Context: an optimization exercise on an open-source flow, tuned for small area and a short achievable clock period. The choices shown serve that exercise and are no tape-out recipe. In this exercise RTL edits were held to simulation tests only and were not proved equivalent to the original. Power is estimated from default activity; no workload was simulated.

==> flow/design.v (excerpt) <==
module vector_wavegen (
    input  logic       clk,
    input  logic       reset,
    input  logic       enable,
    input  logic       rxd,
    output logic [7:0] xdac,
    output logic [7:0] ydac,
    output logic [3:0] list_index,
    output logic       loaded
);
Size in the first run: ~1000 flip-flops, about 0.041 sq mm of cells after synthesis.
==> flow/config.mk <==
export PLATFORM = sky130hd
export DESIGN_NAME = vector_wavegen
export DESIGN_NICKNAME = vector_wavegen
export VERILOG_FILES = /design/flow/design.v
export SDC_FILE = /design/flow/constraint.sdc
export NUM_CORES = 4
export LEC_CHECK = 0
export CAP_MARGIN = 20
export CORE_MARGIN = 2
export CORE_UTILIZATION = 60
export SLEW_MARGIN = 20
==> flow/constraint.sdc <==
create_clock -name core_clock -period 12.0 [get_ports {clk}]
set_input_delay 2.4000 -clock core_clock [delete_from_list [all_inputs] [get_ports {clk}]]
set_output_delay 2.4000 -clock core_clock [all_outputs]
set_load 0.01 [all_outputs]
standard.sh (not shown) runs the stock make flow with config.mk's settings and CLKGATE_MAP_FILE= SYNTH_SCRIPT=/design/flow/synth_recipe.tcl, a recipe that flattens the netlist after the stock synthesis.
==> flow/flow/run.sh <==
#!/bin/bash
# The standard layout (same synthesis script and steps), with the repair
# margin, abc delay target and clock-tree options from params.sh
set -euo pipefail
W=$PWD
source $W/flow/params.sh
export CTS_ARGS BUFFER_PORTS_ARGS
make -C "$FLOW_HOME" DESIGN_CONFIG=$W/config.mk WORK_HOME=$W/orfs CLKGATE_MAP_FILE= \
    SYNTH_SCRIPT=$W/synth_recipe.tcl CAP_MARGIN=20 CORE_MARGIN=2 CORE_UTILIZATION=$UTIL \
    SLEW_MARGIN=20 $EXTRA_MAKE_ARGS finish > $W/make_finish.log 2>&1
R=$W/orfs/results/$FLOW_PLATFORM/vector_wavegen/base
: # left out here: write the final layout as DEF
==> flow/flow/params.sh <==
UTIL=60
EXTRA_MAKE_ARGS="SETUP_SLACK_MARGIN=8.6 ABC_CLOCK_PERIOD_IN_PS=1000 ADDER_MAP_FILE="
CTS_ARGS="-sink_clustering_enable -repair_clock_nets -dont_use_dummy_load -sink_clustering_size 24 -sink_clustering_max_diameter 80"
BUFFER_PORTS_ARGS=""
==> next run, changes <==
--- a/flow/design.v
+++ b/flow/design.v
@@ -173,41 +173,41 @@
 `default_nettype wire
 `timescale 1ns/1ps
 `default_nettype none
 module axis_sequencer (
     input  logic       clk,
     input  logic       reset,
     input  logic       run,
     input  logic       advance,
     input  logic [2:0] e_op,
     input  logic [7:0] e_a,
     input  logic [7:0] e_b,
     input  logic [7:0] e_c,
-    input  logic       a0,           
-    input  logic       b0,           
     output logic [7:0] pos,
     output logic       done
 );
     logic [1:0] phase;
     logic [7:0] k;       
-    logic       eqa, eqb;
+    logic       a0, b0, eqa, eqb;
     logic [7:0] pos_up, pos_dn;
     logic       last;
     logic       clr_cnt;
     logic [1:0] phase_nxt;
     logic [7:0] pos_nxt;
     logic       mv_up, mv_dn, load;
     logic [1:0] cur;
     logic       cur_done;
     logic       len_eq;
+    assign a0      = (e_a == 8'd0);
+    assign b0      = (e_b == 8'd0);
     assign eqa     = (k == e_a);
     assign eqb     = (k == e_b);
     assign pos_up  = pos + e_c;
     assign pos_dn  = pos - e_c;
     always_comb begin
         case (phase)
             2'd0:    cur = a0 ? 2'd1 : 2'd0;
             2'd1:    cur = b0 ? 2'd2 : 2'd1;
             2'd2:    cur = a0 ? 2'd3 : 2'd2;
             default: cur = 2'd3;
         endcase
     end
@@ -356,96 +356,71 @@
         .clr      (rst_q),
         .wr_valid (wr_valid),
         .sel      (sel),
         .wr_index (count),
         .wr_data  (rx_byte),
         .rd_index (idx_p1),
         .x_rd     (x_next),
         .y_rd     (y_next)
     );
     logic       hit_cur, hit_nxt;
     assign hit_cur = wr_valid && (count == list_index);
     assign hit_nxt = wr_valid && (count == idx_p1);
-    logic [26:0] xe, ye;
-    logic        xe_a0, xe_b0, ye_a0, ye_b0;
-    logic [26:0] xs, ys, xh, yh;
-    logic        xs_a0, xs_b0, ys_a0, ys_b0, xh_a0, xh_b0, yh_a0, yh_b0;
+    logic [26:0] xe, ye, xn, yn;
     function automatic logic [26:0] merge(input logic [26:0] e, input logic hit,
                                           input logic [1:0] f, input logic [7:0] d);
         logic [26:0] m;
         m = e;
         if (hit) begin
             case (f)
                 2'd0:    m[26:24] = d[2:0];
                 2'd1:    m[23:16] = d;
                 2'd2:    m[15:8]  = d;
                 default: m[7:0]   = d;
             endcase
         end
         merge = m;
     endfunction
-    assign xs = merge(x_next, hit_nxt && !sel[2], sel[1:0], rx_byte);
-    assign ys = merge(y_next, hit_nxt &&  sel[2], sel[1:0], rx_byte);
-    assign xh = merge(xe,     hit_cur && !sel[2], sel[1:0], rx_byte);
-    assign yh = merge(ye,     hit_cur &&  sel[2], sel[1:0], rx_byte);
-    assign xs_a0 = (xs[23:16] == 8'd0);
-    assign xs_b0 = (xs[15:8]  == 8'd0);
-    assign ys_a0 = (ys[23:16] == 8'd0);
-    assign ys_b0 = (ys[15:8]  == 8'd0);
-    assign xh_a0 = (xh[23:16] == 8'd0);
-    assign xh_b0 = (xh[15:8]  == 8'd0);
-    assign yh_a0 = (yh[23:16] == 8'd0);
-    assign yh_b0 = (yh[15:8]  == 8'd0);
+    always_comb begin
+        if (step) begin
+            xn = merge(x_next, hit_nxt && !sel[2], sel[1:0], rx_byte);
+            yn = merge(y_next, hit_nxt &&  sel[2], sel[1:0], rx_byte);
+        end else begin
+            xn = merge(xe, hit_cur && !sel[2], sel[1:0], rx_byte);
+            yn = merge(ye, hit_cur &&  sel[2], sel[1:0], rx_byte);
+        end
+    end
     always_ff @(posedge clk) begin
         if (reset) begin
             xe    <= 27'd0;
             ye    <= 27'd0;
-            xe_a0 <= 1'b1;
-            xe_b0 <= 1'b1;
-            ye_a0 <= 1'b1;
-            ye_b0 <= 1'b1;
-        end else if (step) begin
-            xe    <= xs;
-            ye    <= ys;
-            xe_a0 <= xs_a0;
-            xe_b0 <= xs_b0;
-            ye_a0 <= ys_a0;
-            ye_b0 <= ys_b0;
         end else begin
-            xe    <= xh;
-            ye    <= yh;
-            xe_a0 <= xh_a0;
-            xe_b0 <= xh_b0;
-            ye_a0 <= yh_a0;
-            ye_b0 <= yh_b0;
+            xe    <= xn;
+            ye    <= yn;
         end
     end
     axis_sequencer x_axis (
         .clk     (clk),
         .reset   (reset),
         .run     (run),
         .advance (advance),
         .e_op    (xe[26:24]),
         .e_a     (xe[23:16]),
         .e_b     (xe[15:8]),
         .e_c     (xe[7:0]),
-        .a0      (xe_a0),
-        .b0      (xe_b0),
         .pos     (xdac),
         .done    (x_done)
     );
     axis_sequencer y_axis (
         .clk     (clk),
         .reset   (reset),
         .run     (run),
         .advance (advance),
         .e_op    (ye[26:24]),
         .e_a     (ye[23:16]),
         .e_b     (ye[15:8]),
         .e_c     (ye[7:0]),
-        .a0      (ye_a0),
-        .b0      (ye_b0),
         .pos     (ydac),
         .done    (y_done)
     );
 endmodule
 `default_nettype wire
The new run completed without violations.
Sequential power is about the same.
Total power goes down by 0.56%.
Utilization increases by 0.49 points.
Cell area rises by 0.57%.
Setup slack improves by 0.027 ns.
Global-route usage drops by 2.2 points.

[port drivers added, routing unchanged]
The flow's constraints put no driver on any port. The routed layouts listed below were extracted and timed again, unchanged, in two steps.
Step 1: set_driving_cell puts a clkbuf_16 on clk and a buf_2 on each other input, an assumption about the parent block.
Step 2 also shifts input and output timing later by t, the mid clock arrival at the registers, as if the neighbouring blocks saw the same clock.
a / b / c = no drivers / after step 1 / after step 2; a / b = the first two.
run | t (ns) | setup WS [ns] | slew at the worst register clock pin (ns) | cell pins on the clock port's net
the first run | 0.685 | 8.478 / 8.408 / 8.048 | 0.11 / 0.11 | 1
the second run | 0.689 | 8.504 / 8.436 / 8.014 | 0.10 / 0.10 | 1
After both steps setup and hold are still met in every run listed. For the second run, which loses most, drivers alone change the setup slack by -0.068 ns; drivers and shift together by -0.490 ns.
